Background: an optimization exercise with open tools, aiming at small area. Do not read the settings as production practice. At most, simulation tests tie the RTL to the original design; equivalence was not proved. Function not checked in runs 1 to 4: the RTL went through the layout flow alone. The clock port is modelled as an ideal driver; clocking choices that lean on that would not hold on a real chip. Power and IR drop assume default switching activity.

`flow/flow/post_cts.tcl`:
```
# recover area: downsize cells on paths with slack to spare
repair_timing -recover_power 100 -verbose
```
`flow/flow/run.sh`:
```
#!/bin/bash
# Standard ORFS layout with smaller port buffers and a lighter clock tree.
set -euo pipefail
here=$(pwd)
export BUFFER_PORTS_ARGS="-buffer_cell sky130_fd_sc_hd__buf_1"
export CTS_ARGS="-sink_clustering_enable -repair_clock_nets -sink_clustering_size 20 -sink_clustering_max_diameter 60 -buf_list sky130_fd_sc_hd__clkbuf_8 -dont_use_dummy_load"
if [[ -f flow/post_cts.tcl ]]; then export POST_CTS_TCL=$here/flow/post_cts.tcl; fi
bash standard.sh > standard.log 2>&1
```
`flow/design.v`:
```
package isotp_rx_pkg;
	localparam logic [1:0] OP_ARM   = 2'd0;
	localparam logic [1:0] OP_FRAME = 2'd1;
	localparam logic [1:0] OP_ABORT = 2'd2;
	localparam logic [1:0] KIND_BYTE  = 2'd0;
	localparam logic [1:0] KIND_FLOW  = 2'd1;
	localparam logic [1:0] KIND_ERROR = 2'd2;
	localparam logic [2:0] ERR_SINGLE = 3'd0;
	localparam logic [2:0] ERR_FIRST  = 3'd1;
	localparam logic [2:0] ERR_SEQ    = 3'd2;
	localparam logic [2:0] ERR_SHORT  = 3'd3;
	localparam logic [2:0] ERR_TYPE   = 3'd4;
endpackage
import isotp_rx_pkg::*;
module isotp_receive_reassembler #(
	parameter int MAX_MESSAGE_BYTES = 64
) (
	input  logic       clk,
	input  logic       arst_n,
	input  logic       in_valid,
	output logic       in_ready,
	input  logic [1:0] op,
	input  logic [3:0] dlc,
	input  logic [7:0] byte_0,
	input  logic [7:0] byte_1,
	input  logic [7:0] byte_2,
	input  logic [7:0] byte_3,
	input  logic [7:0] byte_4,
	input  logic [7:0] byte_5,
	input  logic [7:0] byte_6,
	input  logic [7:0] byte_7,
	output logic       out_valid,
	input  logic       out_ready,
	output logic [1:0] kind,
	output logic [7:0] data_byte,
	output logic [5:0] byte_index,
	output logic [6:0] msg_length,
	output logic [2:0] error_code,
	output logic       last
);
	localparam logic [1:0] ST_U = 2'b00;
	localparam logic [1:0] ST_A = 2'b01;
	localparam logic [1:0] ST_M = 2'b11;
	localparam logic [1:0] ST_S = 2'b10;
	localparam logic [2:0] C_FLOW = 3'b110;
	logic [1:0] st_q;
	logic [5:0] w_q;
	logic       ov_q;
	logic [5:0] total_q;    
	logic [5:0] cnt_q;
	logic [5:0] cnt_inc;
	logic [2:0] c_q;
	logic [7:0] data_q;
	logic [7:0] ring [64];
	logic [7:0][7:0] b;
	logic       armed;
	logic       multi;
	logic       strm;
	logic       out_free;
	logic       aligned;
	logic       accept;
	logic [3:0] pci;
	logic [3:0] nib;
	logic [3:0] n;
	logic [11:0] ftot;
	logic [6:0] total;
	logic [6:0] thr;        
	logic [5:0] wfin;       
	logic [2:0] copy;
	logic       cf_final;
	logic       last_shown;
	logic       emit;
	assign b        = {byte_7, byte_6, byte_5, byte_4, byte_3, byte_2, byte_1, byte_0};
	assign armed    = st_q[0];
	assign multi    = (st_q == ST_M);
	assign strm     = (st_q == ST_S);
	assign out_free = !ov_q || out_ready;
	assign aligned  = (w_q == 6'd5);
	assign in_ready = !strm && aligned && out_free;
	assign accept   = in_valid && in_ready;
	assign pci      = byte_0[7:4];
	assign nib      = byte_0[3:0];
	assign n        = dlc[3] ? 4'd8 : dlc;
	assign ftot     = {nib, byte_1};
	assign total    = {total_q == 6'd0, total_q};
	assign cnt_inc = cnt_q + 6'd1;
	assign thr  = {cnt_q[3:0], 3'b110} - {3'b0, cnt_q[3:0]};
	assign wfin = thr[5:0] - 6'd1;
	assign cf_final   = (total <= thr);
	assign copy       = cf_final ? (total_q[2:0] + cnt_inc[2:0]) : 3'd7;
	assign last_shown = (cnt_inc == total_q);
	assign emit       = strm && aligned && out_free && !(ov_q && last_shown);
	logic       wr;         
	logic [2:0] wcnt;       
	logic       start;      
	logic       err;
	logic [2:0] ecode;
	logic       flow;
	always_comb begin
		wr    = 1'b0;
		wcnt  = 3'd7;
		start = 1'b0;
		err   = 1'b0;
		ecode = ERR_TYPE;
		flow  = 1'b0;
		if (op == OP_FRAME && armed && dlc != 4'd0) begin
			case (pci)
				4'h0: begin
					if (nib == 4'd0 || nib > 4'd7 || nib >= n) begin
						err   = 1'b1;
						ecode = ERR_SINGLE;
					end else begin
						wr    = 1'b1;
						start = 1'b1;
					end
				end
				4'h1: begin
					if (!dlc[3]) begin
						err = 1'b1;
					end else if (ftot <= 12'd7 || ftot > 12'd64) begin
						err   = 1'b1;
						ecode = ERR_FIRST;
					end else begin
						wr   = 1'b1;
						flow = 1'b1;
					end
				end
				4'h2: begin
					if (!multi) begin
						err = 1'b1;
					end else if (nib != cnt_q[3:0]) begin
						err   = 1'b1;
						ecode = ERR_SEQ;
					end else if ({1'b0, copy} >= n) begin
						err   = 1'b1;
						ecode = ERR_SHORT;
					end else begin
						wr    = 1'b1;
						wcnt  = copy;
						start = cf_final;
					end
				end
				default: begin
					err = 1'b1;
				end
			endcase
		end
	end
	always_ff @(posedge clk or negedge arst_n) begin
		if (!arst_n) begin
			st_q <= ST_U;
			w_q  <= '0;
			ov_q <= 1'b0;
		end else begin
			if (emit || (err || flow) && accept) begin
				ov_q <= 1'b1;
			end else if (out_ready) begin
				ov_q <= 1'b0;
			end
			if (strm && ov_q && last_shown && out_ready) begin
				st_q <= ST_U;
			end
			if (accept) begin
				if (op == OP_ARM) begin
					st_q <= ST_A;
				end else if (op == OP_ABORT) begin
					st_q <= ST_U;
				end else if (start) begin
					st_q <= ST_S;
				end else if (flow) begin
					st_q <= ST_M;
				end else if (err && ecode == ERR_SEQ) begin
					st_q <= ST_A;
				end
			end
			if (accept && wr) begin
				if (start) begin
					w_q <= (pci == 4'h0) ? 6'd6 : wfin;
				end else begin
					w_q <= 6'd63;
				end
			end else if (!emit) begin
				w_q <= w_q + 6'd1;
			end
		end
	end
	always_ff @(posedge clk) begin
		if (accept && wr) begin
			if (pci == 4'h0) begin
				total_q <= {2'b0, nib};
			end else if (flow) begin
				total_q <= ftot[5:0];
			end
		end
		if (accept && start) begin
			cnt_q <= 6'd63;
		end else if (accept && flow) begin
			cnt_q <= 6'd1;
		end else if (accept && wr || emit) begin
			cnt_q <= cnt_inc;
		end
	end
	always_ff @(posedge clk) begin
		if (accept && (err || flow)) begin
			c_q <= flow ? C_FLOW : ecode;
		end
		if (emit) begin
			data_q <= ring[5];
		end
	end
	always_ff @(posedge clk) begin
		for (int k = 0; k < 64; k++) begin
			if (k < 7 && accept && wr && k + wcnt >= 7) begin
				ring[k] <= b[(7 - k) % 8];
			end else begin
				ring[k] <= ring[(k + 63) % 64];
			end
		end
	end
	assign out_valid  = ov_q;
	assign kind       = strm ? KIND_BYTE : ((c_q[2:1] == 2'b11) ? KIND_FLOW : KIND_ERROR);
	assign data_byte  = strm ? data_q : 8'd0;
	assign byte_index = strm ? cnt_q : 6'd0;
	assign msg_length = strm ? total : 7'd0;
	assign error_code = (strm || c_q[2:1] == 2'b11) ? 3'd0 : c_q;
	assign last       = !strm || last_shown;
endmodule
```
`flow/standard.sh`:
```
#!/bin/bash
# synth_recipe.tcl (not shown) runs the flow's synth.tcl, then flattens the netlist and writes it again
# the make line also repeats each setting of config.mk as NAME=value (left out here)
make -C /OpenROAD-flow-scripts/flow DESIGN_CONFIG=/design/flow/config.mk WORK_HOME=/design/flow/orfs CLKGATE_MAP_FILE= SYNTH_SCRIPT=/design/flow/synth_recipe.tcl "${@:-finish}"
```
`flow/constraint.sdc`:
```
create_clock -name core_clock -period 7.0 [get_ports {clk}]
set_input_delay 1.4000 -clock core_clock [delete_from_list [all_inputs] [get_ports {clk}]]
set_output_delay 1.4000 -clock core_clock [all_outputs]
set_load 0.01 [all_outputs]
```
`flow/config.mk`:
```
export PLATFORM = sky130hd
export DESIGN_NAME = isotp_receive_reassembler
export DESIGN_NICKNAME = isotp_receive_reassembler
export VERILOG_FILES = /design/flow/design.v
export SDC_FILE = /design/flow/constraint.sdc
export NUM_CORES = 4
export LEC_CHECK = 0
export CAP_MARGIN = 20
export CORE_MARGIN = 2
export CORE_UTILIZATION = 40
export SLEW_MARGIN = 20
```
==> summary.md, run 1 <==
| Metric | Value |
|---|---|
| Status | `complete, no violations` |
| WS Path Type | `reg -> reg` |
| Initial antenna violation count | `1` |
| Most common cell after layout, fill and taps aside | `dfxtp_1` |
| Fin Setup TNS | `0 ps` |
| Final Hold Viols | `0` |
| IO Port Bufs | `102` |
| Worst Skew | `~77 ps` |
| Synth-to-layout area growth | `8.86%` |
| Synth top area cells | `dfxtp_1 75%, edfxtp_1 3.7%, mux2_4 2.6%, ha_1 2.4%, dfrtp_1 1.6%` |
| Synth area leader | `dfxtp_1` |
| Simple-Gate Fraction of Synth Area | `5.97%` |
| Final hold slack | `295 ps` |
| 1st-iter DRT viols | `~290` |
| Worst r2r src | `cnt_q[0]` |
| Crit path launch | `cnt_q[0]` |
| Hold wc startpoint | `ring[20][5]` |
| Adder-cell area share of the yosys netlist | `2.57%` |
| DRC errors left | `0` |
| Vias in the first global route | `6471` |
| Die height | `190 um` |
| Reg clk slew, reported paths | `approximately 110 ps` |
| Final ANT Viol Nets | `0` |
| Global route overflow | `0` |
| Count of cell types in the netlist | `65` |
| Post-synth EDFFs | `17` |
| Share of the synthesized area in the top cell type | `74.6%` |
| Mapped Avg Cell Area | `15.5 sq um` |
| Die width | `roughly 190 um` |
| Final RePlAce weighted congestion | `approximately 0.85` |
| Total routed wirelength | `around 22000 um` |
| Global Route Usage Sum | `about an eighth` |
| CTS tree | `done` |
| Post-synthesis mux area share | `5.27%` |
| Worst slew margin relative to its limit | `33.4%` |
| Worst-path maximum fanout | `15` |
| CTS sink count | `544` |
| # IOs | `103` |
| Fraction of layout instances using a drive strength above 1 | `6.15%` |
| Largest net degree at the start of global routing | `21` |
| N_diodes | `0` |
| Post-Synth XOR/XNOR Area | `between 1.5 and 2%` |
| Cell Area, Synth | `roughly 0.014 sq mm` |
| Post-synth ARST share | `1.65%` |
| Mapped Cells | `897` |
| CP required | `7410 ps` |
| Part of the Yosys area used for sequential elements | `79.9%` |
| Ys flop type | `dfxtp_1` |
| Lkg Pwr | `5.99 nW` |
| Via count | `~6500` |
| RSZ-0062 raised after global routing | `false` |
| Nets | `1128` |
| Power per Cell Area | `293 mW/mm^2` |
| CP endpoint kind | `flip-flop` |
| Main combinational cell family by area after synthesis | `simple AND/OR/NAND/NOR gates` |
| Initial DRT Pass Iterations | `4` |
| Compound-gate portion of the synthesized area | `3.80%` |
| Die area | `about 0.036 sq mm` |
| Endpoints failing setup | `0` |
| Std cell rows | `68` |
| Synth warn | `51` |
| Slew @ Worst Pin | `approximately 990 ps` |
| Slew Viols, Final | `0` |
| Via density | `4.41` |
| Minimum clock period | `5930 ps` |
| Register bit total from synthesis | `about 540` |
| Core area | `0.0344 sq mm` |
| Most frequent cells in the layout | `518 x dfxtp_1, 101 x buf_1, 38 x mux2_1` |
| Post-DP HPWL | `15300 um` |
| Clock latency (worst-skew pair) | `560 ps` |
| Hold Crit Class | `reg -> reg` |
| Net count after synthesis | `999` |
| Final Cycle Share | `84.8%` |
| Starting density of the core | `between 40 and 50%` |
| First-pass GRT wire length | `between 30000 and 40000 um` |
| WL/cell | `15.0 um` |
| Max cap viols | `0` |
| Maximum VDD drop | `170 uV` |
| CP Data Arrival Time | `6340 ps` |
| CP Launch Type | `flip-flop` |
| FMAX | `169 MHz` |
## cell type report
class	count	area (sq um)
Clock buffer	34	468
Fill cell	3187	19200
Inverter	16	61.3
Multi-Input combinational cell	324	2530
Sequential cell	544	11100
Tap cell	455	569
Timing Repair Buffer	106	398
## cell families (layout without fill, tap and decap cells)
logic type	after synthesis	in the layout
simple gates	146	146
mux	57	57
compound gates	69	69
buf+inv	29	156
fa+ha+maj	28	28
xor+xnor	24	24
flops	544	544
## path summary, 6_finish.rpt
kind	to	slack, ps	cells past startpoint
worst min-delay path	ring[21][5]	300	0
worst min register to register	ring[21][5]	300	0
min in group asynchronous	w_q[4]	860	1
worst max-delay path	ring[1][0]	1070	17
worst max register to register	ring[1][0]	1070	17
max in group asynchronous	w_q[3]	5760	1
## synth_stat cells (2+ instances only)
cell type and n:
nand3_1 13, o311ai_0 2, or3_1 3, o2111ai_1 3
ha_1 27, a21oi_1 9, nand2b_1 8, nand4_1 9
o311a_1 2, nor2_1 23, o21ai_0 15, buf_2 3
dfrtp_1 9, a211oi_1 5, dfxtp_1 518, o211ai_1 4
a21o_1 3, nand2_4 3, nand2_1 32, inv_1 15
or2_2 2, clkbuf_1 8, o211a_1 2, o21a_1 2
a31oi_1 4, a32oi_1 4, mux2_2 20, mux2_4 24
o21ai_4 2, edfxtp_1 17, nor4b_1 2, xor2_1 8
xnor2_1 15, nor4_1 4, and2_1 20, o221ai_1 2
or3_4 2, nor2b_1 2, mux2_1 13, and3_1 5
nand3b_1 2, nor3_1 8
## report_power, final
group / internal (mW) / switching (mW) / leakage (nW) / total [mW]
clock: 0.442 / 0.837 / 0.244 / 1.28
sequential: 3.11 / 0.00000353 / 4.45 / 3.11
combinational: 0.0162 / 0.0259 / 1.30 / 0.0421
## registers in the layout (all words and copies together) (netlist names)
signal	count
ring	512
data_q	8
cnt_q	6
total_q	6
w_q	6
c_q	3
st_q	2
ov_q	1
## critical path, stage by stage, from the launching register on
cell	delay, ps
dfxtp_1	540
ha_1	350
nand2_1	100
a21oi_1	240
xnor2_1	240
ha_1	320
nand4_1	120
o221ai_1	170
a211oi_1	570
ha_1	330
nand2b_1	140
a211oi_1	260
clkbuf_1	260
o211a_1	290
o311a_1	610
clkbuf_1	400
nand2_1	410
mux2_1	460
## per-layer routing
layer	vias up	wire (um)	global-route usage [%]
met5	-	0	0
li1	3227	-	-
met2	146	8870	17.6
met3	33	1110	2.47
met1	3116	11800	18.6
met4	0	418	3.79
## through the flow
| step | cells | utilization [%] | setup WS, ps | cell area (sq um) | total power, mW |
|---|---|---|---|---|---|
| 2_1_floorplan | 897 | - | 1840 | 13900 | 3.19 |
| 3_3_place_gp | 1445 | 43.1 | 1440 | 14800 | 3.22 |
| 3_5_place_dp | 1445 | 43.1 | 1250 | 14800 | 3.22 |
| 5_1_grt | 1479 | 44.0 | 698 | 15100 | 4.62 |
| 6_report | 1479 | 44.0 | 1070 | 15100 | 4.43 |
==> run 2: changes to the inputs <==
removed: flow/flow/post_cts.tcl
==> run 2 against run 1 <==
Area after synthesis unchanged. Non-clock buffer count unchanged. Global-route usage about the same. Total power about the same. Die area unchanged. Critical path type unchanged. Highest routed layer unchanged.
==> summary.md, run 2 <==
| Metric | Value |
|---|---|
| Final Util | `44.5% (+0.45 points)` |
| FMAX | `174 MHz (+3.5%)` |
| Most used cell, CP | `ha_1` |
| Synth top cells by count | `518 x dfxtp_1, 32 x nand2_1, 27 x ha_1, 24 x mux2_4, 23 x nor2_1` |
| Die area | `0.0363 sq mm (unchanged)` |
| Register area | `0.0111 sq mm (unchanged)` |
| Post-Synth XOR/XNOR Area | `1.61% (unchanged)` |
| Minimum clock period | `5730 ps (-201 ps)` |
| Synth-to-layout area growth | `9.97%` |
| Top reg by flops | `ring` |
| Via count | `6524 (+0.031%)` |
| Die height | `190 um (unchanged)` |
| CP max stage delay | `580 ps (-30 ps)` |
| Initial DRT Pass Iterations | `4 (unchanged)` |
| Final RePlAce weighted congestion | `0.854 (unchanged)` |
| First-pass GRT wire length | `34800 um (+0.14%)` |
| Max FFs per register | `512 (unchanged)` |
| Register share of total power | `70.2% (about the same)` |
| Post-synth EDFFs | `17 (unchanged)` |
| WS Path Type | `reg -> reg` |
| Synth area leader | `dfxtp_1` |
| Hold Path Cell Cnt | `0 (unchanged)` |
| Hold path endpoint | `ring[21][5]` |
| Multi-input logic area | `0.00267 sq mm (+5.5%)` |
| Fill cells | `3155 (-1.0%)` |
| Psw | `0.861 mW (-0.18%)` |
| DRC errors left | `0 (unchanged)` |
| 1st-iter DRT viols | `250 (-12%)` |
| # IOs | `103 (unchanged)` |
| Ys flop type | `dfxtp_1` |
| Post-synth ARST share | `1.65% (unchanged)` |
| Worst Skew | `75.3 ps (-1.52 ps)` |
| Reg clk slew, reported paths | `110 ps (about the same)` |
| Share of the synthesized area in the top cell type | `74.6% (unchanged)` |
| Fraction of layout instances using a drive strength above 1 | `9.77% (+3.6 points)` |
| Cell with the most instances after synthesis | `dfxtp_1` |
| CP max stage cell | `o21ai_0` |
| Overall power | `4.43 mW (about the same)` |
| Part of the Yosys area used for sequential elements | `79.9% (unchanged)` |
| Mapped Cells | `897 (unchanged)` |
| Endpoints failing setup | `0 (unchanged)` |
| Count of cell types in the netlist | `65 (unchanged)` |
| Register bit total from synthesis | `544 (unchanged)` |
| Worst flop-to-flop path endpoint | `ring[6][5]` |
| Initial antenna violation count | `2 (+1)` |
| CP Buf/Inv Count | `1 (-1)` |
| Sw frac | `19.4% (-0.031 points)` |
| CP endpoint kind | `flip-flop` |
| Worst slew margin relative to its limit | `30.5% (-2.9 points)` |
| Clock latency (worst-skew pair) | `550 ps (about the same)` |
| Adder-cell area share of the yosys netlist | `2.57% (unchanged)` |
| Power per Cell Area | `290 mW/mm^2 (-1.0%)` |
| Maximum VDD drop | `170 uV (about the same)` |
| CP required | `7430 ps (+20 ps)` |
| Clock network power share | `28.8% (about the same)` |
| Internal power | `3.57 mW (about the same)` |
| Biggest regs | `ring (512), data_q (8)` |
| R2R depth | `19 (+2)` |
| Fin Setup TNS | `0 ps (unchanged)` |
| CTS sink count | `544 (unchanged)` |
| IO Port Bufs | `102 (unchanged)` |
| Crit path depth | `19 (+2)` |
| Hold Crit Class | `reg -> reg` |
| Status | `complete, no violations` |
| CP Data Arrival Time | `6160 ps (-180 ps)` |
| Total routed wirelength | `22100 um (about the same)` |
| Slew @ Worst Pin | `1040 ps (+43.4 ps)` |
| Largest net degree at the start of global routing | `21 (unchanged)` |
| Comb power frac | `1.0% (about the same)` |
| Post-DP HPWL | `15300 um (unchanged)` |
| Worst r2r src | `cnt_q[0]` |
| Most frequent cells in the layout | `518 x dfxtp_1, 102 x buf_1, 34 x clkbuf_8` |
| Slew Viols, Final | `0 (unchanged)` |
| Compound-gate portion of the synthesized area | `3.80% (unchanged)` |
| Lkg Pwr | `6.07 nW (+1.3%)` |
| Global Route Usage Sum | `12.3% (+0.024 points)` |
| Vias in the first global route | `6454 (-0.26%)` |
| Global route overflow | `0 (unchanged)` |
| Via density | `4.41 (about the same)` |
| N_diodes | `0 (unchanged)` |
| Die width | `190 um (unchanged)` |
| Post-synthesis mux area share | `5.27% (unchanged)` |
| Synth top area cells | `dfxtp_1 75%, edfxtp_1 3.7%, mux2_4 2.6%, ha_1 2.4%, dfrtp_1 1.6%` |
| WL/cell | `15.0 um (about the same)` |
| Cell family with most CP delay | `compound AO/OA/AOI/OAI gates` |
| Max cap viols | `0 (unchanged)` |
| Net count after synthesis | `999 (unchanged)` |
| Final Cycle Share | `81.9% (-2.9 points)` |
| Final ANT Viol Nets | `0 (unchanged)` |
| Synth warn | `51 (unchanged)` |
| CP cell instances | `ha_1 > nand2_1 > a21oi_1 > xnor2_1 > ha_1 > nand4_1 > o221ai_1 > o21ai_0 > nand2b_1 > ha_1 > o21ai_0 > o211ai_2 > or3_4 > clkinv_2 > ha_1 > o2111ai_1 > o41ai_1 > nand2_4 > mux2_4` |
| Starting density of the core | `40.4% (unchanged)` |
| Final Hold Viols | `0 (unchanged)` |
| Core area | `0.0344 sq mm (unchanged)` |
| Cell Area, Synth | `0.0139 sq mm (unchanged)` |
| CTS tree | `done` |
| Most common cell after layout, fill and taps aside | `dfxtp_1` |
| Worst-path maximum fanout | `9 (-6)` |
| Hold wc startpoint | `ring[20][5]` |
| Mapped Avg Cell Area | `15.5 sq um (unchanged)` |
| RSZ-0062 raised after global routing | `false` |
| Std cell rows | `68 (unchanged)` |
| Nets | `1128 (unchanged)` |
| Main combinational cell family by area after synthesis | `simple AND/OR/NAND/NOR gates` |
| CP Launch Type | `flip-flop` |
| Simple-Gate Fraction of Synth Area | `5.97% (unchanged)` |
| Reg2reg setup slack | `1270 ps (+200 ps)` |
[run 2: worst max-delay path by stage]
stage	from	slack, ps	end
after floorplan	cnt_q[3]	1840	ring[6][0]
after global placement	cnt_q[0]	1440	ring[6][2]
after detailed placement	cnt_q[0]	1250	ring[6][5]
after global routing	cnt_q[0]	840	ring[6][6]
final	cnt_q[0]	1270	ring[6][5]
[run 2: cell type report]
cell class / instances / share of cell area (%)
flip-flops and latches: 544 / 72.6
inverters: 16 / 0.401
clock buffers: 34 / 3.06
well taps: 455 / 3.72
multi-input cells: 324 / 17.5
repair buffers: 106 / 2.70
[run 2: through the flow]
step / cells / setup WS (ps) / hold slack [ps] / instance area (sq um)
floorplan: 897 / 1840 / 310 / 13900
global placement: 1445 / 1440 / 310 / 14800
detailed placement: 1445 / 1250 / 312 / 14800
global route: 1479 / 845 / 290 / 15300
finish: 1479 / 1270 / 295 / 15300
[run 2: routing by layer]
metal  vias to the layer above  part of all wire [%]  wire length [um]  GRT usage, %
met1                      3098                    52             11600          18.6
met3                        35                   5.7              1270          2.47
met4                         0                   2.3               502          3.79
met5                         -                     0                 0             0
li1                       3227                     -                 -             -
met2                       164                    40              8820          17.6
[run 2: cells by family after synthesis]
logic type               after synthesis
AND/OR/NAND/NOR                      146
buffers and inverters                 29
adder cells (fa/ha/maj)               28
AO/OA/AOI/OAI                         69
flip-flops                           544
XOR/XNOR                              24
multiplexers                          57
[run 2: power by group through the flow]
stage          logic, mW  registers (mW)  clock network [mW]
6_report          0.0431            3.11                1.28
5_1_grt           0.0483            3.11                1.46
3_5_place_dp      0.0434            3.18                   0
3_3_place_gp      0.0431            3.18                   0
2_1_floorplan     0.0153            3.18                   0
==> run 3: changes to the inputs <==
==> flow/flow/post_cts.tcl (new file) <==
# recover area: downsize cells on paths with slack to spare
repair_timing -recover_power 100 -verbose
--- a/flow/config.mk
+++ b/flow/config.mk
@@ -9,3 +9,4 @@
 export CORE_MARGIN = 2
-export CORE_UTILIZATION = 40
+export CORE_UTILIZATION = 65
+export PLACE_DENSITY = 0.8
 export SLEW_MARGIN = 20
==> run 3 against run 2 <==
Still clean on timing, DRC and antenna. Sequential share of layout area increased by 1.8 points. Die area decreased by 38%. Register-to-register slack got worse by 460 ps. Setup slack got worse by 460 ps. Total power decreased by 0.35%. Maximum frequency decreased by 7.5%. Critical path depth decreased by 4. Wire length decreased by 3.4%. Sequential power about the same. Final cell count decreased by 12%. Largest power group unchanged. Highest routed layer unchanged.
==> summary.md, run 3 <==
| Metric | Value |
|---|---|
| CP required | `7420 ps (about the same)` |
| Reg clk slew, reported paths | `110 ps (about the same)` |
| Final ANT Viol Nets | `0 (unchanged)` |
| Post-DP HPWL | `14000 um (-8.3%)` |
| Register bit total from synthesis | `544 (unchanged)` |
| WL/cell | `16.5 um (+10%)` |
| Die width | `150 um (-21%)` |
| Worst slew margin relative to its limit | `40.6% (+10 points)` |
| First-pass GRT wire length | `33600 um (-3.5%)` |
| Synth warn | `51 (unchanged)` |
| Final Hold Viols | `0 (unchanged)` |
| Core area | `0.0210 sq mm (-39%)` |
| Die height | `150 um (-21%)` |
| Net count after synthesis | `999 (unchanged)` |
| Clock network power share | `28.6% (-0.2 points)` |
| Slew @ Worst Pin | `885 ps (-150 ps)` |
| # IOs | `103 (unchanged)` |
| Clock latency (worst-skew pair) | `540 ps (about the same)` |
| CTS sink count | `544 (unchanged)` |
| Compound-gate portion of the synthesized area | `3.80% (unchanged)` |
| Vias in the first global route | `6404 (-0.77%)` |
| Synth area leader | `dfxtp_1` |
| Power per Cell Area | `296 mW/mm^2 (+2.1%)` |
| Nets | `1127 (-0.089%)` |
| Via count | `6494 (-0.46%)` |
| Die area | `0.0226 sq mm (-38%)` |
| Register share of total power | `70.4% (+0.2 points)` |
| 1st-iter DRT viols | `407 (+63%)` |
| Mapped Avg Cell Area | `15.5 sq um (unchanged)` |
| CP Launch Type | `flip-flop` |
| Sw frac | `19.2% (-0.27 points)` |
| RSZ-0062 raised after global routing | `false` |
| Share of the synthesized area in the top cell type | `74.6% (unchanged)` |
| Initial DRT Pass Iterations | `5 (+1)` |
| Psw | `0.846 mW (-1.7%)` |
| Lkg Pwr | `6.00 nW (-1.2%)` |
| Fraction of layout instances using a drive strength above 1 | `6.74% (-3.0 points)` |
| N_diodes | `0 (unchanged)` |
| Count of cell types in the netlist | `65 (unchanged)` |
| Synth-to-layout area growth | `7.33%` |
| Cell Area, Synth | `0.0139 sq mm (unchanged)` |
| Mapped Cells | `897 (unchanged)` |
| Worst-path maximum fanout | `15 (+6)` |
| CTS tree | `done` |
| Max FFs per register | `512 (unchanged)` |
| Part of the Yosys area used for sequential elements | `79.9% (unchanged)` |
| Hold Crit Class | `reg -> reg` |
| Placed inst area | `0.0146 sq mm (-1.6%)` |
| Synth top area cells | `dfxtp_1 75%, edfxtp_1 3.7%, mux2_4 2.6%, ha_1 2.4%, dfrtp_1 1.6%` |
| Biggest regs | `ring (512), data_q (8)` |
| Setup WS pre-CTS | `1090 ps (-159 ps)` |
| Slew Viols, Final | `0 (unchanged)` |
| Most common cell after layout, fill and taps aside | `dfxtp_1` |
| Final Cycle Share | `88.5% (+6.6 points)` |
| Global route overflow | `0 (unchanged)` |
| Top reg by flops | `ring` |
| CP Data Arrival Time | `6620 ps (+460 ps)` |
| IO Port Bufs | `102 (unchanged)` |
| Main combinational cell family by area after synthesis | `simple AND/OR/NAND/NOR gates` |
| Worst Skew | `64.8 ps (-10.5 ps)` |
| Starting density of the core | `66.1% (+26 points)` |
| Final hold slack | `265 ps (-29.8 ps)` |
| Post-synth ARST share | `1.65% (unchanged)` |
| Global Route Usage Sum | `19.5% (+7.2 points)` |
| Internal power | `3.57 mW (about the same)` |
| Adder-cell area share of the yosys netlist | `2.57% (unchanged)` |
| Post-Synth XOR/XNOR Area | `1.61% (unchanged)` |
| Post-synthesis mux area share | `5.27% (unchanged)` |
| Final RePlAce weighted congestion | `0.910 (+6.6%)` |
| Minimum clock period | `6200 ps (+463 ps)` |
| Comb power frac | `0.9% (about the same)` |
| Initial antenna violation count | `0 (-2)` |
| Simple-Gate Fraction of Synth Area | `5.97% (unchanged)` |
| Ys flop type | `dfxtp_1` |
| Via density | `5.00 (+13%)` |
| Most frequent cells in the layout | `518 x dfxtp_1, 101 x buf_1, 34 x nand2_1, 34 x clkbuf_8, 33 x mux2_1` |
| Maximum VDD drop | `254 uV (+49%)` |
| Cell with the most instances after synthesis | `dfxtp_1` |
| Final Cell Area | `0.0149 sq mm (-2.4%)` |
| WS Path Type | `reg -> reg` |
| CP endpoint kind | `flip-flop` |
| Post-route setup slack | `803 ps (-463 ps)` |
| Status | `complete, no violations` |
| Endpoints failing setup | `0 (unchanged)` |
| DRC errors left | `0 (unchanged)` |
| Max cap viols | `0 (unchanged)` |
| Total routed wirelength | `21400 um (-3.4%)` |
| Std cell rows | `53 (-22%)` |
| Synth top cells by count | `518 x dfxtp_1, 32 x nand2_1, 27 x ha_1, 24 x mux2_4, 23 x nor2_1` |
| FMAX | `161 MHz (-7.5%)` |
| Largest net degree at the start of global routing | `21 (unchanged)` |
| Fin Setup TNS | `0 ps (unchanged)` |
| Post-synth EDFFs | `17 (unchanged)` |
==> run 3: logic make-up (layout without fill, tap and decap cells) <==
group,after synthesis,after routing
muxes,57,57
AOI/OAI and AO/OA,69,69
and+or+nand+nor,146,146
adders and majority gates,28,28
xor gates and xnor gates,24,24
buffers and inverters,29,155
DFF,544,544
==> run 3: metal layers <==
layer,track usage (%),routed length [um],vias to the layer above
met5,0,0,-
met4,5.71,331,0
met3,3.67,1300,26
met2,29.2,9120,189
met1,29.2,10600,3052
li1,-,-,3227
==> run 3: area by class of cell <==
class                      instances  area, sq um
fill                            1376         6100
tap                              275          344
inverter                          16         61.3
clock buffer                      34          468
multi-input combinational        324         2550
timing repair buffer             105          394
sequential                       544        11100
==> run 3: worst paths after layout <==
check	from	cells after the start	endpoint	slack [ps]
max	cnt_q[3]	15	ring[3][3]	800
min	ring[15][2]	0	ring[16][2]	270
max reg2reg	cnt_q[3]	15	ring[3][3]	800
min reg2reg	ring[15][2]	0	ring[16][2]	270
max in group asynchronous	arst_n	1	ov_q	5870
min in group asynchronous	arst_n	1	w_q[0]	820
==> run 3: through the flow <==
| step | total power [mW] | instances | utilization, % |
|---|---|---|---|
| after floorplan | 3.19 | 897 | - |
| after global placement | 3.22 | 1264 | 69.4 |
| after detailed placement | 3.22 | 1264 | 69.4 |
| after global routing | 4.57 | 1298 | 71.0 |
| final | 4.41 | 1298 | 71.0 |
==> run 3: worst max-delay path, cell delays in order, from the launching register on <==
cell      delay, ps
dfxtp_1         500
inv_1           150
ha_1            340
xnor2_1         390
ha_1            330
o21ai_0         190
o221ai_1        190
a211oi_1        610
ha_1            340
nand2b_1        140
a211oi_1        660
o211a_1         380
o311a_1         600
clkbuf_1        420
nand2_1         410
mux2_1          460
==> run 3: power groups by stage <==
stage	Clock, mW	Combinational, mW	Sequential (mW)
after global routing	1.42	0.0462	3.11
final	1.26	0.0414	3.11
after floorplan	0	0.0153	3.18
after global placement	0	0.0414	3.18
after detailed placement	0	0.0415	3.18
==> run 4: changes to the inputs <==
==> flow/flow/run.sh (replaced) <==
#!/bin/bash
# Standard ORFS layout with smaller port buffers and a lighter clock tree.
set -euo pipefail
here=$(pwd)
export BUFFER_PORTS_ARGS="-buffer_cell sky130_fd_sc_hd__buf_1"
export CTS_ARGS="-sink_clustering_enable -repair_clock_nets -sink_clustering_size 16 -sink_clustering_max_diameter 45 -buf_list sky130_fd_sc_hd__clkbuf_8 -dont_use_dummy_load"
if [[ -f flow/post_cts.tcl ]]; then export POST_CTS_TCL=$here/flow/post_cts.tcl; fi
bash standard.sh > standard.log 2>&1
--- a/flow/config.mk
+++ b/flow/config.mk
@@ -9,4 +9,3 @@
 export CORE_MARGIN = 2
-export CORE_UTILIZATION = 65
-export PLACE_DENSITY = 0.8
+export CORE_UTILIZATION = 40
 export SLEW_MARGIN = 20
==> run 4 against run 3 <==
Clock skew shrank 3.8 ps. Area after synthesis is the same. Hold slack gained 12 ps. Critical path depth grew 2. Cell area grew 2.3%. Global-route usage shrank 7.2 points. Utilization shrank 27 points. Synthesized cell count is the same. Wire length grew 4.1%.
==> summary.md, run 4 <==
| Metric | Value |
|---|---|
| Die height | `190 um (+27%)` |
| Register bit total from synthesis | `544 (unchanged)` |
| Share of the synthesized area in the top cell type | `74.6% (unchanged)` |
| Power per Cell Area | `300 mW/mm^2 (+1.5%)` |
| CTS sink count | `544 (unchanged)` |
| N_diodes | `0 (unchanged)` |
| Top reg by flops | `ring` |
| Biggest regs | `ring (512), data_q (8)` |
| Sw frac | `19.5% (+0.37 points)` |
| Fill cells | `3164 (+130%)` |
| Synth-to-layout area growth | `9.83%` |
| Final Cycle Share | `85.6% (-2.9 points)` |
| Global route overflow | `0 (unchanged)` |
| Part of the Yosys area used for sequential elements | `79.9% (unchanged)` |
| Std cell rows | `68 (+28%)` |
| Post-synth ARST share | `1.65% (unchanged)` |
| CTS tree | `done` |
| Max FFs per register | `512 (unchanged)` |
| Initial antenna violation count | `1 (+1)` |
| CP Launch Type | `flip-flop` |
| Worst-path maximum fanout | `15 (unchanged)` |
| Die area | `0.0363 sq mm (+61%)` |
| Most common cell after layout, fill and taps aside | `dfxtp_1` |
| FMAX | `167 MHz (+3.4%)` |
| Post-synth EDFFs | `17 (unchanged)` |
| Final RePlAce weighted congestion | `0.854 (-6.2%)` |
| Most frequent cells in the layout | `518 x dfxtp_1, 101 x buf_1, 44 x clkbuf_8` |
| Synth top area cells | `dfxtp_1 75%, edfxtp_1 3.7%, mux2_4 2.6%, ha_1 2.4%, dfrtp_1 1.6%` |
| Starting density of the core | `40.4% (-26 points)` |
| Reg clk slew, reported paths | `90 ps (-20 ps)` |
| Synth area leader | `dfxtp_1` |
| Status | `complete, no violations` |
| Via count | `6529 (+0.54%)` |
| Overall power | `4.58 mW (+3.8%)` |
| Slew @ Worst Pin | `1060 ps (+180 ps)` |
| Cell Area, Synth | `0.0139 sq mm (unchanged)` |
| Clock latency (worst-skew pair) | `570 ps (+30 ps)` |
| Count of cell types in the netlist | `65 (unchanged)` |
| Largest net degree at the start of global routing | `21 (unchanged)` |
| Met3 WL | `1200 um (-7.6%)` |
| Worst Skew | `61.0 ps (-3.84 ps)` |
| CP required | `7420 ps (about the same)` |
| Mapped Avg Cell Area | `15.5 sq um (unchanged)` |
| Nets | `1138 (+0.98%)` |
| Synth warn | `51 (unchanged)` |
| Cell with the most instances after synthesis | `dfxtp_1` |
| Worst slew margin relative to its limit | `28.5% (-12 points)` |
| Global Route Usage Sum | `12.3% (-7.2 points)` |
| Ys flop type | `dfxtp_1` |
| DR WL met2 | `8890 um (-2.6%)` |
| Net count after synthesis | `999 (unchanged)` |
| Post-DP HPWL | `15300 um (+9.0%)` |
| Core area | `0.0344 sq mm (+64%)` |
| Mapped Cells | `897 (unchanged)` |
| Via density | `4.38 (-12%)` |
| Register share of total power | `67.8% (-2.6 points)` |
| Minimum clock period | `5990 ps (-204 ps)` |
| 1st-iter DRT viols | `281 (-31%)` |
| Vias in the first global route | `6491 (+1.4%)` |
| Final cell count without fillers | `1489 (+15%)` |
| Endpoints failing setup | `0 (unchanged)` |
| WS Path Type | `reg -> reg` |
| Lkg Pwr | `6.07 nW (+1.2%)` |
| Psw | `0.896 mW (+5.8%)` |
| Wl on met1 | `11700 um (+10%)` |
| Die width | `190 um (+27%)` |
| Cells after DPL | `1445 (+14%)` |
| Max layer used | `met4` |
| Comb power frac | `0.9% (about the same)` |
| Internal power | `3.69 mW (+3.4%)` |
| Fraction of layout instances using a drive strength above 1 | `6.96% (+0.22 points)` |
| Initial DRT Pass Iterations | `4 (-1)` |
| IO Port Bufs | `102 (unchanged)` |
| Synth top cells by count | `518 x dfxtp_1, 32 x nand2_1, 27 x ha_1, 24 x mux2_4, 23 x nor2_1` |
| First-pass GRT wire length | `34800 um (+3.8%)` |
| Total routed wirelength | `22300 um (+4.1%)` |
| CP Data Arrival Time | `6410 ps (-210 ps)` |
| CP endpoint kind | `flip-flop` |
| Maximum VDD drop | `165 uV (-35%)` |
| Final ANT Viol Nets | `0 (unchanged)` |
| DRC errors left | `0 (unchanged)` |
| Clock network power share | `31.3% (+2.7 points)` |
| Final Util | `44.4% (-27 points)` |
| Hold Crit Class | `reg -> reg` |
| Slew Viols, Final | `0 (unchanged)` |
| Final Hold Viols | `0 (unchanged)` |
| WL/cell | `15.0 um (-9.2%)` |
| RSZ-0062 raised after global routing | `false` |
| Max cap viols | `0 (unchanged)` |
| Fin Setup TNS | `0 ps (unchanged)` |
| # IOs | `103 (unchanged)` |
[run 4: cell counts after synthesis]
No cell type changed its count.
[run 4: metrics by stage]
step	hold WS [ps]	setup WS (ps)	area, sq um
5_1_grt	264	666	15300
6_report	278	1010	15300
3_3_place_gp	310	1440	14800
2_1_floorplan	310	1840	13900
3_5_place_dp	312	1250	14800
[run 4: final timing paths]
kind | from | endpoint | slack (ps) | depth (start not counted)
setup / recovery | cnt_q[0] | ring[1][0] | 1010 | 17
hold / removal | ring[22][4] | ring[23][4] | 280 | 0
setup reg to reg | cnt_q[0] | ring[1][0] | 1010 | 17
hold reg to reg | ring[22][4] | ring[23][4] | 280 | 0
max in group asynchronous | arst_n | st_q[1] | 5790 | 1
min in group asynchronous | arst_n | w_q[2] | 820 | 1
[run 4: layout make-up]
class	instances	area (sq um)	area share (%)
Sequential cell	544	11100	72.7
Tap cell	455	569	3.73
Timing Repair Buffer	106	398	2.61
Multi-Input combinational cell	324	2530	16.6
Inverter	16	61.3	0.402
Clock buffer	44	606	3.97
[run 4: cells by family (layout without fill, tap and decap cells)]
kind of cell | count (synthesis) | count (layout) | synth area share (%)
buf+inv | 29 | 166 | 0.900
simple gates | 146 | 146 | 5.97
flops | 544 | 544 | 79.9
mux | 57 | 57 | 5.27
fa+ha+maj | 28 | 28 | 2.57
xor+xnor | 24 | 24 | 1.61
compound gates | 69 | 69 | 3.80
[run 4: metal layers]
| layer | global-route usage, % | up-vias |
|---|---|---|
| li1 | - | 3253 |
| met4 | 3.85 | 0 |
| met2 | 17.5 | 150 |
| met1 | 18.5 | 3089 |
| met3 | 2.74 | 37 |
| met5 | 0 | - |
[run 4: power groups by stage]
stage / clock network (mW) / logic (mW) / registers [mW]
final: 1.43 / 0.0418 / 3.11
after global routing: 1.62 / 0.0471 / 3.11
after detailed placement: 0 / 0.0434 / 3.18
after global placement: 0 / 0.0431 / 3.18
after floorplan: 0 / 0.0153 / 3.18
[run 4: critical path, stage by stage, from the launching register on]
cell	delay [ps]
dfxtp_1	540
ha_1	350
nand2_1	100
a21oi_1	240
xnor2_1	240
ha_1	320
nand4_1	120
o221ai_1	170
a211oi_1	570
ha_1	330
nand2b_1	140
a211oi_1	260
clkbuf_1	260
o211a_1	290
o311a_1	610
clkbuf_1	420
nand2_1	430
mux2_1	460
==> run 5: changes to the inputs <==
--- a/flow/design.v
+++ b/flow/design.v
@@ -66,4 +66,3 @@
 	logic [6:0] total;
-	logic [6:0] thr;        
-	logic [5:0] wfin;       
+	logic [5:0] have;       
 	logic [2:0] copy;
@@ -86,6 +85,5 @@
 	assign cnt_inc = cnt_q + 6'd1;
-	assign thr  = {cnt_q[3:0], 3'b110} - {3'b0, cnt_q[3:0]};
-	assign wfin = thr[5:0] - 6'd1;
-	assign cf_final   = (total <= thr);
-	assign copy       = cf_final ? (total_q[2:0] + cnt_inc[2:0]) : 3'd7;
+	assign have = {cnt_q[2:0], 3'b000} + ~{2'b0, cnt_q[3:0]};
+	assign cf_final   = (total_q[5:3] == 3'd0);
+	assign copy       = cf_final ? total_q[2:0] : 3'd7;
 	assign last_shown = (cnt_inc == total_q);
@@ -93,3 +91,3 @@
 	logic       wr;         
-	logic [2:0] wcnt;       
+	logic       wlow;       
 	logic       start;      
@@ -100,3 +98,3 @@
 		wr    = 1'b0;
-		wcnt  = 3'd7;
+		wlow  = 1'b1;
 		start = 1'b0;
@@ -138,3 +136,3 @@
 						wr    = 1'b1;
-						wcnt  = copy;
+						wlow  = (cnt_q[3:0] != 4'd9);
 						start = cf_final;
@@ -177,3 +175,3 @@
 				if (start) begin
-					w_q <= (pci == 4'h0) ? 6'd6 : wfin;
+					w_q <= (pci == 4'h0) ? 6'd6 : (have + 6'd6);
 				end else begin
@@ -191,3 +189,7 @@
 			end else if (flow) begin
-				total_q <= ftot[5:0];
+				total_q <= ftot[5:0] - 6'd6;
+			end else if (start) begin
+				total_q <= total_q + have;
+			end else begin
+				total_q <= total_q - 6'd7;
 			end
@@ -212,3 +214,3 @@
 		for (int k = 0; k < 64; k++) begin
-			if (k < 7 && accept && wr && k + wcnt >= 7) begin
+			if (k < 7 && accept && wr && (k >= 5 || wlow)) begin
 				ring[k] <= b[(7 - k) % 8];
==> flow/flow/run.sh (replaced) <==
#!/bin/bash
# Standard ORFS layout (standard synthesis) with three changes:
#  - after floorplan, the combinational logic is remapped for area (OpenROAD restructure,
#    i.e. ABC with an area target, on a liberty copy without the platform's don't-use cells),
#    then repaired for slew, capacitance and setup;
#  - port buffers are buf_1, and the clock tree uses clkbuf_8 clusters without dummy loads;
#  - after CTS, cells on paths with slack to spare are downsized.
set -euo pipefail
here=$(pwd)
mkdir -p "$here/rmp"
lib=$FLOW_HOME/platforms/sky130hd/lib/sky130_fd_sc_hd__tt_025C_1v80.lib
dont_use=$(sed -n '/^export DONT_USE_CELLS += /,/^#/p' "$FLOW_HOME/platforms/sky130hd/config.mk" | grep -o 'sky130_fd_sc_hd__[a-z0-9_]*' | tr '\n' ' ')
python3 flow/filterlib.py "$lib" "$here/rmp/area.lib" $dont_use > "$here/rmp/filterlib.log" 2>&1
export RMP_LIB="$here/rmp/area.lib"
export RMP_DIR="$here/rmp"
export POST_FLOORPLAN_TCL="$here/flow/post_floorplan.tcl"
export BUFFER_PORTS_ARGS="-buffer_cell sky130_fd_sc_hd__buf_1"
export CTS_ARGS="-sink_clustering_enable -repair_clock_nets -sink_clustering_size 20 -sink_clustering_max_diameter 60 -buf_list sky130_fd_sc_hd__clkbuf_8 -dont_use_dummy_load"
export POST_CTS_TCL="$here/flow/post_cts.tcl"
bash standard.sh > standard.log 2>&1
==> flow/flow/filterlib.py (new file) <==
# usage: filterlib.py IN.lib OUT.lib CELL...   copy of a liberty file without the named cells
import sys, re
src, dst, drop = sys.argv[1], sys.argv[2], set(sys.argv[3:])
out = []
skip = 0
depth = 0
for line in open(src):
    if skip:
        depth += line.count('{') - line.count('}')
        if depth <= 0:
            skip = 0
        continue
    m = re.match(r'\s*cell\s*\(\s*"?([\w]+)"?\s*\)', line)
    if m and m.group(1) in drop:
        depth = line.count('{') - line.count('}')
        skip = 1 if depth > 0 else 0
        continue
    out.append(line)
open(dst, 'w').writelines(out)
==> flow/flow/post_floorplan.tcl (new file) <==
# remap the combinational logic for area, then repair slew, capacitance and setup
restructure -target area -liberty_file $::env(RMP_LIB) \
  -tielo_port sky130_fd_sc_hd__conb_1/LO -tiehi_port sky130_fd_sc_hd__conb_1/HI \
  -work_dir $::env(RMP_DIR) -abc_logfile $::env(RMP_DIR)/abc.log
report_design_area
repair_design
repair_timing -setup -setup_margin 0.2
report_design_area
report_worst_slack
==> run 5 against run 4 <==
Non-clock buffer count up 3. Sequential power increased by 2%. Die area shrank 2.2%. Clock power fell by 8%. Wire length shrank 6.7%. Count of clock-buffer cells in the layout down 7. Area after synthesis is 2.3% lower. Total power up 4.4%. Critical endpoint is now total_q[5].
==> summary.md, run 5 <==
| Metric | Value |
|---|---|
| CP endpoint kind | `flip-flop` |
| WL/cell | `14.1 um (-5.4%)` |
| Max FFs per register | `512 (unchanged)` |
| Post-Synth XOR/XNOR Area | `1.85% (+0.24 points)` |
| CP max stage cell | `or4_1` |
| Adder-cell area share of the yosys netlist | `2.08% (-0.49 points)` |
| Overall power | `4.78 mW (+4.4%)` |
| 1st-iter DRT viols | `339 (+21%)` |
| Post-synth EDFFs | `17 (unchanged)` |
| Most common cell after layout, fill and taps aside | `dfxtp_1` |
| Largest net degree at the start of global routing | `42 (+100%)` |
| Net count after synthesis | `974 (-2.5%)` |
| Synth top area cells | `dfxtp_1 76%, mux2_2 4.7%, edfxtp_1 3.8%, ha_1 1.9%, dfrtp_1 1.7%` |
| Final hold slack | `291 ps (+13.3 ps)` |
| Die width | `188 um (-1.1%)` |
| CTS tree | `done` |
| Minimum clock period | `5070 ps (-927 ps)` |
| Die area | `0.0355 sq mm (-2.2%)` |
| Vias in the first global route | `6147 (-5.3%)` |
| Mapped Cells | `878 (-2.1%)` |
| CP Launch Type | `input pin` |
| CP Buf/Inv Count | `4 (+2)` |
| Worst Skew | `88.6 ps (+27.6 ps)` |
| DRC errors left | `0 (unchanged)` |
| Slew @ Worst Pin | `879 ps (-186 ps)` |
| Setup WS pre-CTS | `1520 ps (+270 ps)` |
| Initial antenna violation count | `4 (+3)` |
| Register area | `0.0111 sq mm (unchanged)` |
| Maximum VDD drop | `146 uV (-11%)` |
| CP Data Arrival Time | `5290 ps (-1120 ps)` |
| Via density | `4.43 (+1.0%)` |
| Cell family with most CP delay | `compound AO/OA/AOI/OAI gates` |
| Max cap viols | `0 (unchanged)` |
| CP max stage delay | `550 ps (-60 ps)` |
| Main combinational cell family by area after synthesis | `simple AND/OR/NAND/NOR gates` |
| Worst-path maximum fanout | `11 (-4)` |
| Hold Crit Class | `reg -> reg` |
| CP required | `7230 ps (-190 ps)` |
| Mapped Avg Cell Area | `15.5 sq um (-0.13%)` |
| Compound-gate portion of the synthesized area | `3.17% (-0.63 points)` |
| Count of cell types in the netlist | `59 (-9.2%)` |
| Status | `complete, no violations` |
| Endpoints failing setup | `0 (unchanged)` |
| Post-DP HPWL | `13600 um (-11%)` |
| CTS sink count | `544 (unchanged)` |
| Via count | `6506 (-0.35%)` |
| Post-synthesis mux area share | `4.87% (-0.39 points)` |
| WS Path Type | `in -> reg` |
| FMAX | `197 MHz (+18%)` |
| Initial DRT Pass Iterations | `4 (unchanged)` |
| Total routed wirelength | `20800 um (-6.7%)` |
| Starting density of the core | `40.5% (+0.081 points)` |
| Ys flop type | `dfxtp_1` |
| Global Route Usage Sum | `11.7% (-0.62 points)` |
| Final ANT Viol Nets | `0 (unchanged)` |
| Power per Cell Area | `329 mW/mm^2 (+9.7%)` |
| RSZ-0062 raised after global routing | `false` |
| Cells after DPL | `1431 (-0.97%)` |
| Std cell rows | `67 (-1.5%)` |
| Synth area leader | `dfxtp_1` |
| Global route overflow | `0 (unchanged)` |
| Clock latency (worst-skew pair) | `560 ps (about the same)` |
| Biggest regs | `ring (512), data_q (8)` |
| Share of the synthesized area in the top cell type | `76.3% (+1.7 points)` |
| CP cell instances | `buf_1 > clkinv_1 > o22ai_1 > or4_1 > nor2_1 > nand4b_1 > o21ai_0 > clkinv_1 > nor2_1 > clkinv_1 > o22ai_1 > nor2_1 > a21oi_1 > o22ai_1 > nand2_1 > o21ai_0 > a21oi_1 > a2bb2oi_1 > a21oi_1 > o22ai_1 > nor2_1` |
| Cell with the most instances after synthesis | `dfxtp_1` |
| First-pass GRT wire length | `32800 um (-5.7%)` |
| Reg clk slew, reported paths | `110 ps (+20 ps)` |
| Simple-Gate Fraction of Synth Area | `5.46% (-0.51 points)` |
| Synth warn | `51 (unchanged)` |
| IO Port Bufs | `102 (unchanged)` |
| Final Hold Viols | `0 (unchanged)` |
| Part of the Yosys area used for sequential elements | `81.7% (+1.8 points)` |
| Register bit total from synthesis | `544 (unchanged)` |
| # IOs | `103 (unchanged)` |
| Final Cycle Share | `72.4% (-13 points)` |
| Synth-to-layout area growth | `6.87%` |
| Slew Viols, Final | `0 (unchanged)` |
| Die height | `188 um (-1.1%)` |
| Final cell count without fillers | `1469 (-1.3%)` |
| Synth top cells by count | `518 x dfxtp_1, 57 x mux2_2, 28 x nand2_1, 24 x and3_1` |
| Nets | `1096 (-3.7%)` |
| Final RePlAce weighted congestion | `0.900 (+5.4%)` |
| Lkg Pwr | `5.48 nW (-9.7%)` |
| Core area | `0.0335 sq mm (-2.4%)` |
| Worst slew margin relative to its limit | `41.0% (+12 points)` |
| Fin Setup TNS | `0 ps (unchanged)` |
| Post-synth ARST share | `1.65% (unchanged)` |
| Fill cells | `3056 (-3.4%)` |
| Post-route setup slack | `1930 ps (+927 ps)` |
| Cell Area, Synth | `0.0136 sq mm (-2.3%)` |
| Most frequent cells in the layout | `518 x dfxtp_1, 101 x buf_1, 60 x nor2_1` |
| Top reg by flops | `ring` |
| Multi-input logic area | `0.00172 sq mm (-32%)` |
| Fraction of layout instances using a drive strength above 1 | `4.41% (-2.6 points)` |
## run 5: cell types whose count changed after synthesis, sizes merged, moves of 6 or more
| cell | change |
|---|---|
| ha | -6 |
| and3 | +19 |
| nand2 | -6 |
| and2 | -18 |
| nand4 | -6 |
| xor2 | +6 |
| a21oi | +6 |
## run 5: worst paths after layout
kind	cells after the start	slack [ps]	startpoint	to
max in group asynchronous	1	5820	arst_n	st_q[0]
max	21	1930	byte_0[1]	total_q[5]
min reg2reg	0	290	ring[23][0]	ring[24][0]
min in group asynchronous	1	830	arst_n	st_q[1]
min	0	290	ring[23][0]	ring[24][0]
max reg2reg	20	2180	total_q[4]	total_q[5]
## run 5: cell families (layout without fill, tap and decap cells)
group,count (synthesis),after routing
fa+ha+maj,22,0
xor+xnor,27,3
simple gates,134,120
buf+inv,26,199
other cells,0,1
mux,59,0
compound gates,66,154
flops,544,544
## run 5: report_power, final
group	switching (mW)	internal (mW)	leakage (nW)
combinational	0.197	0.0969	0.780
sequential	0.0382	3.14	4.43
clock	0.834	0.478	0.266
## run 5: per-stage QoR
stage / area [sq um] / utilization (%)
3_3_place_gp: 14000 / 41.8
6_report: 14500 / 43.3
2_1_floorplan: 13600 / -
5_1_grt: 14500 / 43.3
3_5_place_dp: 14000 / 41.8
## run 5: layer usage
| metal | GRT usage (%) | vias to the layer above | part of all wire, % |
|---|---|---|---|
| met5 | 0 | - | 0.19 |
| li1 | - | 3253 | - |
| met3 | 3.45 | 61 | 7.2 |
| met2 | 15.6 | 168 | 37 |
| met4 | 4.99 | 6 | 4.0 |
| met1 | 17.4 | 3018 | 51 |
## run 5: final cells by class
cell class | count | share of cell area, %
Timing Repair Buffer | 109 | 2.92
Multi-Input combinational cell | 277 | 11.9
Clock buffer | 37 | 3.51
Sequential cell | 544 | 76.5
Inverter | 53 | 1.37
Tap cell | 448 | 3.86
Antenna cell | 1 | 0.0172
## run 5: worst register-to-register path: stages (launching register included)
cell and delay [ps]:
edfxtp_1 420, nor3_1 740, a31o_1 270, a31oi_1 70
nor2_1 390, nand4b_1 180, o21ai_0 190, clkinv_1 350
nor2_1 280, clkinv_1 140, o22ai_1 210, nor2_1 80
a21oi_1 200, o22ai_1 130, nand2_1 100, o21ai_0 130
a21oi_1 190, a2bb2oi_1 210, a21oi_1 90, o22ai_1 150
nor2_1 50
==> run 6: changes to the inputs <==
--- a/flow/design.v
+++ b/flow/design.v
@@ -51,4 +51,4 @@
 	logic [5:0] cnt_inc;
+	logic [7:0] data_q;
 	logic [2:0] c_q;
-	logic [7:0] data_q;
 	logic [7:0] ring [64];
@@ -66,3 +66,4 @@
 	logic [6:0] total;
-	logic [5:0] have;       
+	logic [6:0] thr;        
+	logic [5:0] wfin;       
 	logic [2:0] copy;
@@ -85,5 +86,6 @@
 	assign cnt_inc = cnt_q + 6'd1;
-	assign have = {cnt_q[2:0], 3'b000} + ~{2'b0, cnt_q[3:0]};
-	assign cf_final   = (total_q[5:3] == 3'd0);
-	assign copy       = cf_final ? total_q[2:0] : 3'd7;
+	assign thr  = {cnt_q[3:0], 3'b110} - {3'b0, cnt_q[3:0]};
+	assign wfin = thr[5:0] - 6'd1;
+	assign cf_final   = (total <= thr);
+	assign copy       = cf_final ? (total_q[2:0] + cnt_inc[2:0]) : 3'd7;
 	assign last_shown = (cnt_inc == total_q);
@@ -175,3 +177,3 @@
 				if (start) begin
-					w_q <= (pci == 4'h0) ? 6'd6 : (have + 6'd6);
+					w_q <= (pci == 4'h0) ? 6'd6 : wfin;
 				end else begin
@@ -189,7 +191,3 @@
 			end else if (flow) begin
-				total_q <= ftot[5:0] - 6'd6;
-			end else if (start) begin
-				total_q <= total_q + have;
-			end else begin
-				total_q <= total_q - 6'd7;
+				total_q <= ftot[5:0];
 			end
@@ -206,5 +204,4 @@
 		if (accept && (err || flow)) begin
-			c_q <= flow ? C_FLOW : ecode;
-		end
-		if (emit) begin
+			data_q[2:0] <= flow ? C_FLOW : ecode;
+		end else if (emit) begin
 			data_q <= ring[5];
@@ -223,2 +220,3 @@
 	assign kind       = strm ? KIND_BYTE : ((c_q[2:1] == 2'b11) ? KIND_FLOW : KIND_ERROR);
+	assign c_q        = data_q[2:0];
 	assign data_byte  = strm ? data_q : 8'd0;
==> run 6 against run 5 <==
First-iteration DRC count up 3.2%. Clock skew down 11 ps. Area after synthesis up 1.9%. Utilization down 1.5 points. Clock power down 3%. Critical path type is now reg -> reg. Count of clock-buffer cells in the layout down 3. Maximum frequency down 13%. Critical endpoint is now ring[4][7]. Sequential cell count down 3. Die area up 1.8%. Non-clock buffer count up 1.
==> summary.md, run 6 <==
| Metric | Value |
|---|---|
| Status | `complete, no violations` |
| Endpoints failing setup | `0 (unchanged)` |
| Die area | `0.0361 sq mm (+1.8%)` |
| Max cap viols | `0 (unchanged)` |
| CTS tree | `done` |
| Final Cycle Share | `82.8% (+10 points)` |
| Net count after synthesis | `1026 (+5.3%)` |
| Synth-to-layout area growth | `3.52%` |
| Worst-path maximum fanout | `41 (+30)` |
| N_diodes | `0 (-1)` |
| Ys flop type | `dfxtp_1` |
| 1st-iter DRT viols | `350 (+3.2%)` |
| Final ANT Viol Nets | `0 (unchanged)` |
| Fraction of layout instances using a drive strength above 1 | `3.98% (-0.43 points)` |
| Synth top cells by count | `518 x dfxtp_1, 75 x nand2_1, 41 x mux2_4, 25 x ha_1, 24 x nor2_1` |
| IO Port Bufs | `102 (unchanged)` |
| Via density | `4.36 (-1.5%)` |
| Final hold slack | `300 ps (+9.22 ps)` |
| Top reg by flops | `ring` |
| Global route overflow | `0 (unchanged)` |
| Post-synth EDFFs | `14 (-3)` |
| Total routed wirelength | `21300 um (+2.4%)` |
| Hold Path Cell Cnt | `0 (unchanged)` |
| Die width | `190 um (+0.92%)` |
| Synth area leader | `dfxtp_1` |
| Max layer used | `met4` |
| Most frequent cells in the layout | `518 x dfxtp_1, 101 x buf_1, 64 x clkinv_1` |
| Final RePlAce weighted congestion | `0.878 (-2.4%)` |
| Final Hold Viols | `0 (unchanged)` |
| Hold Crit Class | `reg -> reg` |
| Overall power | `4.40 mW (-8.0%)` |
| CP Launch Type | `flip-flop` |
| Mapped Cells | `926 (+5.5%)` |
| Max FFs per register | `512 (unchanged)` |
| Post-DP HPWL | `14600 um (+6.9%)` |
| Starting density of the core | `40.4% (-0.15 points)` |
| FMAX | `172 MHz (-13%)` |
| WL/cell | `14.6 um (+3.0%)` |
| Via count | `6372 (-2.1%)` |
| Worst Skew | `77.5 ps (-11.1 ps)` |
| CP Data Arrival Time | `6290 ps (+1000 ps)` |
| Initial DRT Pass Iterations | `4 (unchanged)` |
| CP required | `7490 ps (+260 ps)` |
| R2R depth | `25 (+25%)` |
| Nets | `1081 (-1.4%)` |
| Reg clk slew, reported paths | `110 ps (about the same)` |
| Cell with the most instances after synthesis | `dfxtp_1` |
| Synth top area cells | `dfxtp_1 75%, mux2_4 4.4%, edfxtp_1 3.0%, ha_1 2.3%, nand2_1 2.0%` |
| Count of cell types in the netlist | `63 (+6.8%)` |
| Wl on met1 | `11100 um (+3.4%)` |
| Post-synth ARST share | `1.66% (+0.0092 points)` |
| WS Path Type | `reg -> reg` |
| Vias in the first global route | `6071 (-1.2%)` |
| Biggest regs | `ring (512), data_q (8)` |
| Initial antenna violation count | `0 (-4)` |
| Maximum VDD drop | `154 uV (+5.3%)` |
| Part of the Yosys area used for sequential elements | `79.6% (-2.2 points)` |
| Std cell rows | `68 (+1.5%)` |
| Met3 WL | `1260 um (-15%)` |
| Most common cell after layout, fill and taps aside | `dfxtp_1` |
| Lkg Pwr | `5.36 nW (-2.1%)` |
| Cell Area, Synth | `0.0138 sq mm (+1.9%)` |
| DR WL met2 | `8510 um (+10%)` |
| Core area | `0.0343 sq mm (+2.3%)` |
| Worst slew margin relative to its limit | `42.9% (+1.9 points)` |
| # IOs | `103 (unchanged)` |
| Largest net degree at the start of global routing | `42 (unchanged)` |
| Slew @ Worst Pin | `854 ps (-24.9 ps)` |
| DRC errors left | `0 (unchanged)` |
| Slew Viols, Final | `0 (unchanged)` |
| First-pass GRT wire length | `32800 um (-0.25%)` |
| Synth warn | `51 (unchanged)` |
| Fin Setup TNS | `0 ps (unchanged)` |
| Die height | `190 um (+0.92%)` |
| Power per Cell Area | `307 mW/mm^2 (-6.8%)` |
| CP endpoint kind | `flip-flop` |
| Register bit total from synthesis | `541 (-0.55%)` |
| RSZ-0062 raised after global routing | `false` |
| Mapped Avg Cell Area | `15.0 sq um (-3.4%)` |
| Share of the synthesized area in the top cell type | `74.9% (-1.4 points)` |
| CTS sink count | `541 (-0.55%)` |
| Global Route Usage Sum | `11.7% (about the same)` |
| Clock latency (worst-skew pair) | `550 ps (about the same)` |
| Minimum clock period | `5800 ps (+733 ps)` |
run 6: cell types whose count changed in the layout (fill, tap and decap cells not counted), moves of 4 or more:
| cell | previous run | this run |
|---|---|---|
| a22o_1 | 49 | 0 |
| a31oi_1 | 6 | 1 |
| clkinv_1 | 53 | 64 |
| a21oi_1 | 15 | 11 |
| o22a_1 | 2 | 56 |
| o2bb2ai_1 | 7 | 2 |
| o21a_1 | 2 | 8 |
run 6: cells by family after synthesis:
logic type,share of synthesized area (%)
buffers and inverters,1.25
AND/OR/NAND/NOR,6.65
AO/OA/AOI/OAI,3.99
XOR/XNOR,1.45
flip-flops,79.6
adder cells (fa/ha/maj),2.40
multiplexers,4.69
run 6: layout make-up:
class | count | area [sq um]
Clock buffer | 34 | 468
Fill cell | 3203 | 20000
Sequential cell | 541 | 11000
Tap cell | 455 | 569
Inverter | 64 | 240
Timing Repair Buffer | 110 | 430
Multi-Input combinational cell | 256 | 1610
run 6: path summary, 6_finish.rpt:
path,from,end,slack [ps]
setup / recovery,cnt_q[2],ring[4][7],1200
hold / removal,ring[47][3],ring[48][3],300
setup reg to reg,cnt_q[2],ring[4][7],1200
hold reg to reg,ring[47][3],ring[48][3],300
max in group asynchronous,arst_n,w_q[2],5770
min in group asynchronous,arst_n,st_q[0],820
run 6: critical path, cell delays in order, from the launching register on:
cell       delay [ps]
dfxtp_1           460
clkinv_1          280
o21ai_0           270
nand2_1           130
nor2_1            210
clkinv_1          110
o22ai_1           240
clkinv_1          160
a2111oi_0         400
and4b_1           240
o31a_1            120
a21oi_1            80
a211oi_1          270
a21oi_1           110
o21ai_0           270
clkinv_1          160
nor2_1            190
o2111ai_1         180
clkinv_1          120
o21ai_4            50
buf_4             260
clkinv_1          150
clkbuf_1          310
buf_6             230
clkbuf_1          560
o22a_1            230
run 6: report_power, final:
part / internal, mW / leakage [nW] / switching, mW
clock: 0.442 / 0.244 / 0.826
combinational: 0.0161 / 0.723 / 0.0274
sequential: 3.09 / 4.40 / 0.00000000000000000701
total: 3.55 / 5.36 / 0.854
run 6: per-layer routing:
metal	vias to the layer above	track usage, %
li1	3172	-
met1	2988	17.6
met2	175	16.7
met3	37	2.38
met4	0	3.79
met5	-	0
run 6: through the flow:
step                      std cells  util, %  setup WS, ps  area (sq um)
final                          1460     41.8          1200         14300
after detailed placement       1425     40.5          1670         13900
after global routing           1460     41.8           605         14300
after global placement         1423     40.4          1170         13900
after floorplan                 926        -          2810         13800
==> run 7: changes to the inputs <==
--- a/flow/config.mk
+++ b/flow/config.mk
@@ -9,3 +9,4 @@
 export CORE_MARGIN = 2
-export CORE_UTILIZATION = 40
+export CORE_UTILIZATION = 60
+export PLACE_DENSITY = 0.75
 export SLEW_MARGIN = 20
==> run 7 against run 6 <==
Still clean. Utilization up 20 points. Final cell count down 12%. Die area down 33%. Via count up 1.2%. Maximum frequency down 5.7%. Critical path depth down 1. Cell area down 1.8%. Sequential share of layout area up 1.4 points. Synthesized cell count unchanged. Sequential power about the same. Global-route usage up 5.0 points. Critical path type unchanged. Highest routed layer unchanged.
==> summary.md, run 7 <==
| Metric | Value |
|---|---|
| Via count | `6447 (+1.2%)` |
| Cell Area, Synth | `0.0138 sq mm (unchanged)` |
| Count of cell types in the netlist | `63 (unchanged)` |
| WL/cell | `15.8 um (+8.2%)` |
| Cells after DPL | `1251 (-12%)` |
| 1st-iter DRT viols | `580 (+66%)` |
| Status | `complete, no violations` |
| Via density | `5.02 (+15%)` |
| Initial DRT Pass Iterations | `5 (+1)` |
| Power per Cell Area | `308 mW/mm^2 (+0.27%)` |
| Die height | `156 um (-18%)` |
| RSZ-0062 raised after global routing | `false` |
| CP endpoint kind | `flip-flop` |
| Max FFs per register | `512 (unchanged)` |
| Post-route setup slack | `852 ps (-349 ps)` |
| Global Route Usage Sum | `16.7% (+5.0 points)` |
| Fill cells | `1690 (-47%)` |
| Maximum VDD drop | `250 uV (+62%)` |
| Initial antenna violation count | `0 (unchanged)` |
| Worst slew margin relative to its limit | `26.6% (-16 points)` |
| Lkg Pwr | `5.34 nW (-0.44%)` |
| Slew Viols, Final | `0 (unchanged)` |
| Total routed wirelength | `20200 um (-4.9%)` |
| Final RePlAce weighted congestion | `0.926 (+5.5%)` |
| Mapped Avg Cell Area | `15.0 sq um (unchanged)` |
| Fin Setup TNS | `0 ps (unchanged)` |
| Worst Skew | `66.9 ps (-10.6 ps)` |
| Synth top area cells | `dfxtp_1 75%, mux2_4 4.4%, edfxtp_1 3.0%, ha_1 2.3%, nand2_1 2.0%` |
| Ys flop type | `dfxtp_1` |
| Core area | `0.0226 sq mm (-34%)` |
| Post-DP HPWL | `13500 um (-7.5%)` |
| Global route overflow | `0 (unchanged)` |
| Reg clk slew, reported paths | `110 ps (about the same)` |
| Biggest regs | `ring (512), data_q (8)` |
| Final hold slack | `286 ps (-14.5 ps)` |
| Post-synth ARST share | `1.66% (unchanged)` |
| Hold Crit Class | `reg -> reg` |
| Synth-to-layout area growth | `1.69%` |
| Register bit total from synthesis | `541 (unchanged)` |
| Max cap viols | `0 (unchanged)` |
| Post-synth EDFFs | `14 (unchanged)` |
| Final cell count without fillers | `1283 (-12%)` |
| Minimum clock period | `6150 ps (+349 ps)` |
| Starting density of the core | `61.2% (+21 points)` |
| Met3 WL | `1580 um (+25%)` |
| Register area | `0.0110 sq mm (unchanged)` |
| Wl on met1 | `9870 um (-11%)` |
| Final Cycle Share | `87.8% (+5.0 points)` |
| Most common cell after layout, fill and taps aside | `dfxtp_1` |
==> run 7: final cells by class <==
type / instances / area share [%]
Inverter: 64 / 1.71
Tap cell: 285 / 2.53
Sequential cell: 541 / 78.2
Timing Repair Buffer: 106 / 3.02
Clock buffer: 31 / 3.03
Multi-Input combinational cell: 256 / 11.5
==> run 7: power by group <==
part,internal (mW),switching (mW),total [mW]
Clock,0.398,0.806,1.20
Combinational,0.0159,0.0256,0.0415
Sequential,3.09,0.0000000000000000107,3.09
Total,3.50,0.831,4.33
==> run 7: worst paths after layout <==
path                             from          to  slack, ps  depth (start not counted)
max                          cnt_q[2]    cnt_q[5]        850                         24
min                        ring[7][7]  ring[8][7]        290                          0
max reg2reg                  cnt_q[2]    cnt_q[5]        850                         24
min reg2reg                ring[7][7]  ring[8][7]        290                          0
max in group asynchronous      arst_n        ov_q       5880                          1
min in group asynchronous      arst_n      w_q[4]        760                          1
==> run 7: logic make-up after synthesis <==
| family | Yosys count | synth area share [%] |
|---|---|---|
| XOR/XNOR | 23 | 1.45 |
| AO/OA/AOI/OAI | 72 | 3.99 |
| buffers and inverters | 37 | 1.25 |
| AND/OR/NAND/NOR | 183 | 6.65 |
| multiplexers | 44 | 4.69 |
| adder cells (fa/ha/maj) | 26 | 2.40 |
| flip-flops | 541 | 79.6 |
==> run 7: layer usage <==
| metal | vias to the layer above | GRT usage, % |
|---|---|---|
| met5 | - | 0 |
| met4 | 0 | 4.46 |
| met3 | 51 | 3.83 |
| met2 | 236 | 25.1 |
| met1 | 3006 | 24.5 |
| li1 | 3154 | - |
==> run 7: critical path: stages, from the launching register on <==
cell       delay (ps)
dfxtp_1           480
clkinv_1          290
o21ai_0           270
nand2_1           110
nor2_1            190
clkinv_1          110
o22ai_1           230
clkinv_1          160
a2111oi_0         420
and4b_1           240
o31a_1            110
a21oi_1            80
a211oi_1          270
o22ai_1           130
o21ai_0           250
clkinv_1          160
nor2_1            230
o2111ai_2         170
buf_4             300
clkinv_1          110
clkbuf_1          820
nor2_1            300
clkinv_1          170
nand2_1           120
o311ai_0          320

Re-timed with assumed drivers on the ports (clkbuf_16 on the clock, buf_2 on other inputs), run 7 has 0.852 ns of setup slack against 0.852 ns with ideal ports, and 0.852 ns once port delays also move by the mid clock arrival of 0.613 ns.
